This design comes from an exercise in tuning for small area on the open sky130 flow, not from production work.
Function was checked by simulation only, so behaviour that the tests miss may differ from the original.
Power figures rest on the tool's default switching activity, not on a simulated workload.

==> inputs of job 7880 <==
==> flow/design.v <==
module axi_line_bridge #(
  parameter int LINE_WIDTH = 512
) (
  input  logic                  clk,
  input  logic                  rst,
  input  logic                  i_rreq,
  input  logic [31:0]           i_raddr,
  output logic                  i_rdone,
  output logic [LINE_WIDTH-1:0] i_rline,
  input  logic                  d_rreq,
  input  logic [31:0]           d_raddr,
  output logic                  d_rdone,
  output logic [LINE_WIDTH-1:0] d_rline,
  input  logic                  d_wreq,
  input  logic [31:0]           d_waddr,
  input  logic [LINE_WIDTH-1:0] d_wline,
  output logic                  d_wdone,
  output logic [31:0]           araddr,
  output logic [7:0]            arlen,
  output logic [2:0]            arsize,
  output logic [1:0]            arburst,
  output logic                  arvalid,
  input  logic                  arready,
  input  logic [31:0]           rdata,
  input  logic                  rlast,
  input  logic [1:0]            rresp,
  input  logic                  rvalid,
  output logic                  rready,
  output logic [31:0]           awaddr,
  output logic [7:0]            awlen,
  output logic [2:0]            awsize,
  output logic [1:0]            awburst,
  output logic                  awvalid,
  input  logic                  awready,
  output logic [31:0]           wdata,
  output logic [3:0]            wstrb,
  output logic                  wlast,
  output logic                  wvalid,
  input  logic                  wready,
  input  logic [1:0]            bresp,
  input  logic                  bvalid,
  output logic                  bready,
  output logic                  axi_err
);
  localparam int BEATS = LINE_WIDTH / 32;
  localparam int CW    = $clog2(BEATS);
  localparam int OFFS  = $clog2(LINE_WIDTH / 8);
  localparam logic [7:0]    LAST_BEAT = 8'(BEATS - 1);
  localparam logic [CW-1:0] CNT_LAST  = CW'(BEATS - 1);
  localparam logic [31:0]   ADDR_MASK = {{(32 - OFFS){1'b1}}, {OFFS{1'b0}}};
  localparam logic [2:0] S_IDLE = 3'd0;
  localparam logic [2:0] S_AR   = 3'd1;
  localparam logic [2:0] S_R    = 3'd2;
  localparam logic [2:0] S_AW   = 3'd3;
  localparam logic [2:0] S_W    = 3'd4;
  localparam logic [2:0] S_B    = 3'd5;
  logic [2:0]                 state;
  logic                       own_d;    
  logic [CW-1:0]              cnt;      
  logic                       err;
  logic [LINE_WIDTH-33:0]     rbuf;     
  logic r_hs, b_hs, r_err, b_err;
  assign r_hs  = (state == S_R) && rvalid;
  assign b_hs  = (state == S_B) && bvalid;
  assign r_err = r_hs && ((rresp != 2'b00) || (rlast && (cnt != CNT_LAST)));
  assign b_err = b_hs && (bresp != 2'b00);
  always_ff @(posedge clk or posedge rst) begin
    if (rst) begin
      state <= S_IDLE;
      own_d <= 1'b0;
      cnt   <= '0;
      err   <= 1'b0;
    end else begin
      if (r_err || b_err) err <= 1'b1;
      case (state)
        S_IDLE: begin
          cnt <= '0;
          if (d_wreq) begin
            state <= S_AW;
          end else if (d_rreq) begin
            own_d <= 1'b1;
            state <= S_AR;
          end else if (i_rreq) begin
            own_d <= 1'b0;
            state <= S_AR;
          end
        end
        S_AR: if (arready) state <= S_R;
        S_R: if (rvalid) begin
          cnt <= cnt + 1'b1;
          if (rlast) state <= S_IDLE;
        end
        S_AW: if (awready) state <= S_W;
        S_W: if (wready) begin
          cnt <= cnt + 1'b1;
          if (cnt == CNT_LAST) state <= S_B;
        end
        S_B: if (bvalid) state <= S_IDLE;
        default: state <= S_IDLE;
      endcase
    end
  end
  always_ff @(posedge clk) begin
    if (r_hs) rbuf <= {rdata, rbuf[LINE_WIDTH-33:32]};
  end
  assign araddr  = (own_d ? d_raddr : i_raddr) & ADDR_MASK;
  assign arlen   = LAST_BEAT;
  assign arsize  = 3'b010;
  assign arburst = 2'b01;
  assign arvalid = (state == S_AR);
  assign rready  = (state == S_R);
  assign awaddr  = d_waddr & ADDR_MASK;
  assign awlen   = LAST_BEAT;
  assign awsize  = 3'b010;
  assign awburst = 2'b01;
  assign awvalid = (state == S_AW);
  assign wdata   = d_wline[cnt*32 +: 32];
  assign wstrb   = 4'hF;
  assign wvalid  = (state == S_W);
  assign wlast   = (state == S_W) && (cnt == CNT_LAST);
  assign bready  = (state == S_B);
  assign i_rdone = r_hs && rlast && !own_d;
  assign d_rdone = r_hs && rlast &&  own_d;
  assign d_wdone = b_hs;
  assign i_rline = {rdata, rbuf};
  assign d_rline = {rdata, rbuf};
  assign axi_err = err || r_err || b_err;
endmodule
==> flow/flow/run.sh <==
#!/bin/bash
# Standard synthesis, then the write-data select re-mapped (flow/remux.py),
# then the standard layout with the port buffers made of the smallest buffer
# cell, one tie cell per constant value and clock tree synthesis without
# dummy balancing loads; each data bit's pins are kept together (flow/pins.tcl).
set -euo pipefail
here=$(pwd)
export BUFFER_PORTS_ARGS="-buffer_cell sky130_fd_sc_hd__buf_1"
export SKIP_REPAIR_TIE_FANOUT=1
export PRE_IO_PLACEMENT_TCL=$here/flow/pins.tcl
export CTS_ARGS="-sink_clustering_enable -repair_clock_nets -dont_use_dummy_load -sink_clustering_size 28 -sink_clustering_max_diameter 170"
bash standard.sh synth > flow_synth.log 2>&1
res=$here/orfs/results/$FLOW_PLATFORM/axi_line_bridge/base
cp $res/1_2_yosys.v $here/yosys_orig.v
python3 $here/flow/remux.py $here/yosys_orig.v $res/1_2_yosys.v > remux.log 2>&1
rm -f $res/1_synth.odb $res/1_synth.sdc
bash standard.sh finish > flow_make.log 2>&1
==> flow/flow/pins.tcl <==
# Keep each data bit's pins together: for bit b, the sixteen i_rline and
# d_rline bits of that bit position, rdata[b], wdata[b] and the sixteen
# d_wline bits, so the bit's line-buffer flip-flops and write-data select
# sit next to their pins.
for {set b 0} {$b < 32} {incr b} {
  set names {}
  for {set w 0} {$w < 16} {incr w} {
    set i [expr {32 * $w + $b}]
    lappend names "i_rline\[$i\]" "d_rline\[$i\]"
  }
  lappend names "rdata\[$b\]" "wdata\[$b\]"
  for {set w 0} {$w < 16} {incr w} {
    lappend names "d_wline\[[expr {32 * $w + $b}]\]"
  }
  set_io_pin_constraint -group -order -pin_names $names
}
==> flow/flow/remux.py <==
#!/usr/bin/env python3
"""Re-map the write-data select of a Yosys netlist of axi_line_bridge.

wdata[k] is the OR over the sixteen beats j of d_wline[32*j+k] & beat[j],
where beat[j] is (cnt == j) for the beat counter cnt.
Yosys/ABC map it with a22o/a221oi/nand4 cells; this rewrites each bit as
a decoder of cnt (four inverters, eight nor2, sixteen and2) shared by all
bits, and per bit five a222oi (beats 0..14), a nand2 (beat 15), a nand4 and a nand3b, and
araddr's owner select as a22o cells, then removes the cells that no longer
drive anything. Registers are untouched.

usage: remux.py in.v out.v
"""
import re
import sys

src = open(sys.argv[1]).read()
m = re.search(r'\n(\s*)endmodule', src)
body_end = m.start()

inst_re = re.compile(r'^\s*(sky130_fd_sc_hd__\w+)\s+(\\\S+|\w+)\s*\((.*?)\);\s*$', re.S | re.M)
pin_re = re.compile(r'\.(\w+)\(\s*(.*?)\s*\)\s*(?:,|$)', re.S)
OUT_PINS = {'X', 'Y', 'Q', 'Q_N', 'HI', 'LO', 'COUT', 'SUM'}


def norm(n):
    n = n.strip()
    if n.startswith('\\'):
        n = n.split()[0] + ' '
    return n


cells = {}
order = []
for im in inst_re.finditer(src):
    typ, name, pins = im.group(1), im.group(2), im.group(3)
    conns = {p: norm(n) for p, n in pin_re.findall(pins)}
    cells[name] = dict(type=typ, conns=conns, span=im.span())
    order.append(name)

assert not re.search(r'^\s*assign\s', src, re.M), 'netlist has assigns'

driver = {}
loads = {}
for name, c in cells.items():
    for p, n in c['conns'].items():
        if p in OUT_PINS:
            driver[n] = name
        else:
            loads.setdefault(n, []).append(name)


def is_seq(typ):
    return re.search(r'__(e?df|sdf|dl)', typ) is not None


# Beat counter register outputs, decoded here to sixteen select lines.
cnt = {}
for name, c in cells.items():
    mm = re.match(r'\\cnt\[(\d+)\]\$', name)
    if mm and is_seq(c['type']):
        cnt[int(mm.group(1))] = c['conns']['Q']
assert sorted(cnt) == list(range(4)), cnt

new_cells = []
new_wires = []
# cnt_n[i] = ~cnt[i]; lo[l] = (cnt[1:0] == l); hi[h] = (cnt[3:2] == h);
# beat[4h+l] = hi[h] & lo[l].
cn = [f'remux_cn{i}' for i in range(4)]
for i in range(4):
    new_cells.append(('sky130_fd_sc_hd__inv_1', f'remux_cinv{i}', dict(A=cnt[i], Y=cn[i])))
lo = [f'remux_lo{l}' for l in range(4)]
hi = [f'remux_hi{h}' for h in range(4)]
for l in range(4):
    a = cn[0] if l & 1 else cnt[0]
    b = cn[1] if l & 2 else cnt[1]
    new_cells.append(('sky130_fd_sc_hd__nor2_1', f'remux_lo{l}_g', dict(A=a, B=b, Y=lo[l])))
    a = cn[2] if l & 1 else cnt[2]
    b = cn[3] if l & 2 else cnt[3]
    new_cells.append(('sky130_fd_sc_hd__nor2_1', f'remux_hi{l}_g', dict(A=a, B=b, Y=hi[l])))
beat = {}
for j in range(16):
    beat[j] = f'remux_sel{j}'
    new_cells.append(('sky130_fd_sc_hd__and2_1', f'remux_sel{j}_g', dict(A=lo[j % 4], B=hi[j // 4], X=beat[j])))
new_wires += cn + lo + hi + [beat[j] for j in range(16)]
removed = set()
for k in range(32):
    root = f'wdata[{k}]'
    # Cone of combinational cells behind wdata[k], down to ports and registers.
    cone = set()
    stack = [root]
    while stack:
        n = stack.pop()
        d = driver.get(n)
        if d is None or d in cone or is_seq(cells[d]['type']):
            continue
        cone.add(d)
        for p, nn in cells[d]['conns'].items():
            if p not in OUT_PINS:
                stack.append(nn)
    removed |= cone
    d = [f'd_wline[{32 * j + k}]' for j in range(16)]
    s = [beat[j] for j in range(16)]
    w = [f'remux_{k}_n{i}' for i in range(7)]
    new_wires += w
    for g in range(5):
        new_cells.append(('sky130_fd_sc_hd__a222oi_1', f'remux_{k}_a{g}', dict(
            A1=d[3 * g], A2=s[3 * g], B1=d[3 * g + 1], B2=s[3 * g + 1],
            C1=d[3 * g + 2], C2=s[3 * g + 2], Y=w[g])))
    new_cells.append(('sky130_fd_sc_hd__nand2_1', f'remux_{k}_b', dict(A=d[15], B=s[15], Y=w[5])))
    new_cells.append(('sky130_fd_sc_hd__nand4_1', f'remux_{k}_c', dict(A=w[0], B=w[1], C=w[2], D=w[3], Y=w[6])))
    new_cells.append(('sky130_fd_sc_hd__nand3b_1', f'remux_{k}_o', dict(A_N=w[6], B=w[4], C=w[5], Y=root)))

# araddr[k] (k >= 6) is i_raddr[k] or d_raddr[k] by the read owner; Yosys
# maps it to mux2_2. An a22o with one shared inverter on own_d is smaller.
own = None
for name, c in cells.items():
    if re.match(r'\\own_d\$', name) and is_seq(c['type']):
        own = c['conns']['Q']
assert own is not None
new_wires.append('remux_own_n')
new_cells.append(('sky130_fd_sc_hd__inv_1', 'remux_own_inv', dict(A=own, Y='remux_own_n')))
for k in range(6, 32):
    root = f'araddr[{k}]'
    d = driver[root]
    assert cells[d]['type'].startswith('sky130_fd_sc_hd__mux2'), cells[d]
    removed.add(d)
    new_cells.append(('sky130_fd_sc_hd__a22o_1', f'remux_ar{k}', dict(
        A1=f'i_raddr[{k}]', A2='remux_own_n', B1=f'd_raddr[{k}]', B2=own, X=root)))

# The cone was found through every cell behind wdata; keep any cell that still
# drives something outside the removed set (shared logic), then drop dead cells.
def outputs(name):
    return [n for p, n in cells[name]['conns'].items() if p in OUT_PINS]


new_load_nets = set()
for typ, name, conns in new_cells:
    for p, n in conns.items():
        if p not in OUT_PINS:
            new_load_nets.add(n)
changed = True
while changed:
    changed = False
    for name in list(removed):
        for n in outputs(name):
            if n.startswith('wdata['):
                continue
            ext = [l for l in loads.get(n, []) if l not in removed]
            if ext or n in new_load_nets:
                removed.discard(name)
                changed = True
                break
# Cells kept outside the cone whose loads are now all removed are dead too.
changed = True
while changed:
    changed = False
    for name in order:
        if name in removed or is_seq(cells[name]['type']):
            continue
        outs = outputs(name)
        if not outs or any(not re.match(r'_\d+_$|\\?net', n) and not n.startswith('_') for n in outs):
            continue
        if all(all(l in removed for l in loads.get(n, [])) and n not in new_load_nets for n in outs):
            removed.add(name)
            changed = True

print(f'removed {len(removed)} cells, added {len(new_cells)}', file=sys.stderr)
out = []
pos = 0
for name in order:
    if name in removed:
        a, b = cells[name]['span']
        out.append(src[pos:a])
        pos = b
out.append(src[pos:body_end])
out.append('\n')
for wname in new_wires:
    out.append(f'  wire {wname};\n')
for typ, name, conns in new_cells:
    pins = ',\n'.join(f'    .{p}({n})' for p, n in conns.items())
    out.append(f'  {typ} {name} (\n{pins}\n  );\n')
out.append(src[body_end:])
open(sys.argv[2], 'w').write(''.join(out))
==> flow/standard.sh <==
#!/bin/bash
# synth_recipe.tcl (not shown) runs the flow's synth.tcl, then flattens the netlist and writes it again
# the make line also repeats each setting of config.mk as NAME=value (left out here)
make -C /OpenROAD-flow-scripts/flow DESIGN_CONFIG=/design/flow/config.mk WORK_HOME=/design/flow/orfs CLKGATE_MAP_FILE= SYNTH_SCRIPT=/design/flow/synth_recipe.tcl "${@:-finish}"
==> flow/config.mk <==
export PLATFORM = sky130hd
export DESIGN_NAME = axi_line_bridge
export DESIGN_NICKNAME = axi_line_bridge
export VERILOG_FILES = /design/flow/design.v
export SDC_FILE = /design/flow/constraint.sdc
export NUM_CORES = 4
export LEC_CHECK = 0
export CAP_MARGIN = 10
export CORE_AREA = 10 10 510 510
export DIE_AREA = 0 0 520 520
export PLACE_DENSITY = 0.65
export SLEW_MARGIN = 10
==> flow/constraint.sdc <==
create_clock -name core_clock -period 5.0 [get_ports {clk}]
set_input_delay 1.0000 -clock core_clock [delete_from_list [all_inputs] [get_ports {clk}]]
set_output_delay 1.0000 -clock core_clock [all_outputs]
set_load 0.01 [all_outputs]
==> job 1244: changes against job 7880 <==
--- a/flow/design.v
+++ b/flow/design.v
@@ -56,25 +56,25 @@
   localparam logic [2:0] S_B    = 3'd5;
   logic [2:0]                 state;
   logic                       own_d;    
-  logic [CW-1:0]              cnt;      
+  logic [BEATS-1:0]           beat;     
   logic                       err;
   logic [LINE_WIDTH-33:0]     rbuf;     
   logic r_hs, b_hs, r_err, b_err;
   assign r_hs  = (state == S_R) && rvalid;
   assign b_hs  = (state == S_B) && bvalid;
-  assign r_err = r_hs && ((rresp != 2'b00) || (rlast && (cnt != CNT_LAST)));
+  assign r_err = r_hs && ((rresp != 2'b00) || (rlast && !beat[BEATS-1]));
   assign b_err = b_hs && (bresp != 2'b00);
   always_ff @(posedge clk or posedge rst) begin
     if (rst) begin
       state <= S_IDLE;
       own_d <= 1'b0;
-      cnt   <= '0;
+      beat  <= BEATS'(1);
       err   <= 1'b0;
     end else begin
       if (r_err || b_err) err <= 1'b1;
       case (state)
         S_IDLE: begin
-          cnt <= '0;
+          beat <= BEATS'(1);
           if (d_wreq) begin
             state <= S_AW;
           end else if (d_rreq) begin
@@ -87,13 +87,13 @@
         end
         S_AR: if (arready) state <= S_R;
         S_R: if (rvalid) begin
-          cnt <= cnt + 1'b1;
+          beat <= {beat[BEATS-2:0], beat[BEATS-1]};
           if (rlast) state <= S_IDLE;
         end
         S_AW: if (awready) state <= S_W;
         S_W: if (wready) begin
-          cnt <= cnt + 1'b1;
-          if (cnt == CNT_LAST) state <= S_B;
+          beat <= {beat[BEATS-2:0], beat[BEATS-1]};
+          if (beat[BEATS-1]) state <= S_B;
         end
         S_B: if (bvalid) state <= S_IDLE;
         default: state <= S_IDLE;
@@ -114,10 +114,14 @@
   assign awsize  = 3'b010;
   assign awburst = 2'b01;
   assign awvalid = (state == S_AW);
-  assign wdata   = d_wline[cnt*32 +: 32];
+  always_comb begin
+    wdata = '0;
+    for (int k = 0; k < BEATS; k++)
+      wdata = wdata | (d_wline[32*k +: 32] & {32{beat[k]}});
+  end
   assign wstrb   = 4'hF;
   assign wvalid  = (state == S_W);
-  assign wlast   = (state == S_W) && (cnt == CNT_LAST);
+  assign wlast   = (state == S_W) && beat[BEATS-1];
   assign bready  = (state == S_B);
   assign i_rdone = r_hs && rlast && !own_d;
   assign d_rdone = r_hs && rlast &&  own_d;
==> flow/flow/run.sh (replaced) <==
#!/bin/bash
# Standard synthesis, then the write-data select re-mapped (flow/remux.py),
# then the standard layout with the port buffers made of the smallest buffer
# cell and clock tree synthesis without dummy balancing loads.
set -euo pipefail
here=$(pwd)
export BUFFER_PORTS_ARGS="-buffer_cell sky130_fd_sc_hd__buf_1"
export CTS_ARGS="-sink_clustering_enable -repair_clock_nets -dont_use_dummy_load -sink_clustering_size 25 -sink_clustering_max_diameter 150"
bash standard.sh synth > flow_synth.log 2>&1
res=$here/orfs/results/$FLOW_PLATFORM/axi_line_bridge/base
cp $res/1_2_yosys.v $here/yosys_orig.v
python3 $here/flow/remux.py $here/yosys_orig.v $res/1_2_yosys.v > remux.log 2>&1
rm -f $res/1_synth.odb $res/1_synth.sdc
bash standard.sh finish > flow_make.log 2>&1
--- a/flow/flow/remux.py
+++ b/flow/flow/remux.py
@@ -1,13 +1,10 @@
 #!/usr/bin/env python3
 """Re-map the write-data select of a Yosys netlist of axi_line_bridge.
 
-wdata[k] is the OR over the sixteen beats j of d_wline[32*j+k] & beat[j],
-where beat[j] is (cnt == j) for the beat counter cnt.
+wdata[k] is the OR over the sixteen beats j of d_wline[32*j+k] & beat[j].
 Yosys/ABC map it with a22o/a221oi/nand4 cells; this rewrites each bit as
-a decoder of cnt (four inverters, eight nor2, sixteen and2) shared by all
-bits, and per bit five a222oi (beats 0..14), a nand2 (beat 15), a nand4 and a nand3b, and
-araddr's owner select as a22o cells, then removes the cells that no longer
-drive anything. Registers are untouched.
+five a222oi (beats 0..14), a nand2 (beat 15), a nand4 and a nand3b, then
+removes the cells that no longer drive anything. Registers are untouched.
 
 usage: remux.py in.v out.v
 """
@@ -54,35 +51,16 @@
     return re.search(r'__(e?df|sdf|dl)', typ) is not None
 
 
-# Beat counter register outputs, decoded here to sixteen select lines.
-cnt = {}
+# Beat register outputs.
+beat = {}
 for name, c in cells.items():
-    mm = re.match(r'\\cnt\[(\d+)\]\$', name)
+    mm = re.match(r'\\beat\[(\d+)\]\$', name)
     if mm and is_seq(c['type']):
-        cnt[int(mm.group(1))] = c['conns']['Q']
-assert sorted(cnt) == list(range(4)), cnt
+        beat[int(mm.group(1))] = c['conns']['Q']
+assert sorted(beat) == list(range(16)), beat
 
 new_cells = []
 new_wires = []
-# cnt_n[i] = ~cnt[i]; lo[l] = (cnt[1:0] == l); hi[h] = (cnt[3:2] == h);
-# beat[4h+l] = hi[h] & lo[l].
-cn = [f'remux_cn{i}' for i in range(4)]
-for i in range(4):
-    new_cells.append(('sky130_fd_sc_hd__inv_1', f'remux_cinv{i}', dict(A=cnt[i], Y=cn[i])))
-lo = [f'remux_lo{l}' for l in range(4)]
-hi = [f'remux_hi{h}' for h in range(4)]
-for l in range(4):
-    a = cn[0] if l & 1 else cnt[0]
-    b = cn[1] if l & 2 else cnt[1]
-    new_cells.append(('sky130_fd_sc_hd__nor2_1', f'remux_lo{l}_g', dict(A=a, B=b, Y=lo[l])))
-    a = cn[2] if l & 1 else cnt[2]
-    b = cn[3] if l & 2 else cnt[3]
-    new_cells.append(('sky130_fd_sc_hd__nor2_1', f'remux_hi{l}_g', dict(A=a, B=b, Y=hi[l])))
-beat = {}
-for j in range(16):
-    beat[j] = f'remux_sel{j}'
-    new_cells.append(('sky130_fd_sc_hd__and2_1', f'remux_sel{j}_g', dict(A=lo[j % 4], B=hi[j // 4], X=beat[j])))
-new_wires += cn + lo + hi + [beat[j] for j in range(16)]
 removed = set()
 for k in range(32):
     root = f'wdata[{k}]'
@@ -110,23 +88,6 @@
     new_cells.append(('sky130_fd_sc_hd__nand2_1', f'remux_{k}_b', dict(A=d[15], B=s[15], Y=w[5])))
     new_cells.append(('sky130_fd_sc_hd__nand4_1', f'remux_{k}_c', dict(A=w[0], B=w[1], C=w[2], D=w[3], Y=w[6])))
     new_cells.append(('sky130_fd_sc_hd__nand3b_1', f'remux_{k}_o', dict(A_N=w[6], B=w[4], C=w[5], Y=root)))
-
-# araddr[k] (k >= 6) is i_raddr[k] or d_raddr[k] by the read owner; Yosys
-# maps it to mux2_2. An a22o with one shared inverter on own_d is smaller.
-own = None
-for name, c in cells.items():
-    if re.match(r'\\own_d\$', name) and is_seq(c['type']):
-        own = c['conns']['Q']
-assert own is not None
-new_wires.append('remux_own_n')
-new_cells.append(('sky130_fd_sc_hd__inv_1', 'remux_own_inv', dict(A=own, Y='remux_own_n')))
-for k in range(6, 32):
-    root = f'araddr[{k}]'
-    d = driver[root]
-    assert cells[d]['type'].startswith('sky130_fd_sc_hd__mux2'), cells[d]
-    removed.add(d)
-    new_cells.append(('sky130_fd_sc_hd__a22o_1', f'remux_ar{k}', dict(
-        A1=f'i_raddr[{k}]', A2='remux_own_n', B1=f'd_raddr[{k}]', B2=own, X=root)))
 
 # The cone was found through every cell behind wdata; keep any cell that still
 # drives something outside the removed set (shared logic), then drop dead cells.
--- a/flow/config.mk
+++ b/flow/config.mk
@@ -5,8 +5,8 @@
 export SDC_FILE = /design/flow/constraint.sdc
 export NUM_CORES = 4
 export LEC_CHECK = 0
-export CAP_MARGIN = 10
+export CAP_MARGIN = 20
 export CORE_AREA = 10 10 510 510
 export DIE_AREA = 0 0 520 520
-export PLACE_DENSITY = 0.65
-export SLEW_MARGIN = 10
+export PLACE_DENSITY = 0.4
+export SLEW_MARGIN = 20
removed: flow/flow/pins.tcl
==> job 5920: changes against job 7880 <==
--- a/flow/flow/run.sh
+++ b/flow/flow/run.sh
@@ -8,7 +8,7 @@
 export BUFFER_PORTS_ARGS="-buffer_cell sky130_fd_sc_hd__buf_1"
 export SKIP_REPAIR_TIE_FANOUT=1
 export PRE_IO_PLACEMENT_TCL=$here/flow/pins.tcl
-export CTS_ARGS="-sink_clustering_enable -repair_clock_nets -dont_use_dummy_load -sink_clustering_size 28 -sink_clustering_max_diameter 170"
+export CTS_ARGS="-sink_clustering_enable -repair_clock_nets -dont_use_dummy_load -sink_clustering_size 30 -sink_clustering_max_diameter 200"
 bash standard.sh synth > flow_synth.log 2>&1
 res=$here/orfs/results/$FLOW_PLATFORM/axi_line_bridge/base
 cp $res/1_2_yosys.v $here/yosys_orig.v
--- a/flow/config.mk
+++ b/flow/config.mk
@@ -6,7 +6,7 @@
 export NUM_CORES = 4
 export LEC_CHECK = 0
 export CAP_MARGIN = 10
-export CORE_AREA = 10 10 510 510
-export DIE_AREA = 0 0 520 520
-export PLACE_DENSITY = 0.65
+export CORE_AREA = 10 10 470 470
+export DIE_AREA = 0 0 480 480
+export PLACE_DENSITY = 0.4
 export SLEW_MARGIN = 10
==> comparison table <==
| metric | job 7880 | job 1244 | job 5920 |
|---|---|---|---|
| Outcome | no timing/DRC/antenna violations | no timing/DRC/antenna violations | did not finish |
| Failing step | - | - | 3_2_place_iop |
| Routability cong. | 0.846 | 0.951 | - |
| Clock Path Buffers | 3 | 3 | - |
| Final std cells w/o fill | 5946 | 6018 | - |
| Post-place setup slack | 1.51 ns | 0.963 ns | - |
| Setup total negative slack | 0 ns | 0 ns | - |
| Die span in x | 520 um | 520 um | 480 um |
| WP data required | 4.00 ns | 4.00 ns | - |
| Met2 demand-to-capacity share in global routing | 0.117 | 0.291 | - |
| Area Growth Syn to Fin | 29.8% | 31.8% | - |
| Layout sequential cell count | 489 | 501 | - |
| Input/output buffers | 1702 | 1702 | - |
| RSZ-0062 raised after global routing | no | no | - |
| Part of the total power dissipated in the clock network | 0.161 | 0.165 | - |

## static timing again, ports no longer ideal
The results above use ideal ports. As a check the final layouts listed here were re-extracted and re-timed, cells and wires unchanged.
Step 1 sets driving cells, clkbuf_16 on the clock port and buf_2 on the other inputs (assumed; they add their load-dependent delay and slew).
Step 2 times the ports against the registers' clock, not the clock port: input delays grow and output delays shrink by t, the midpoint of the rising clock arrivals with the driver on.
Slacks: ideal / step 1 / step 2; pairs: ideal / step 1.
run	t (ns)	setup WS [ns]	slew at the worst register clock pin (ns)
job 7880	0.740	0.672 / 0.585 / 1.325	0.12 / 0.12
job 1244	0.740	0.309 / 0.236 / 0.816	0.11 / 0.11
After both steps every run listed still meets setup and hold.
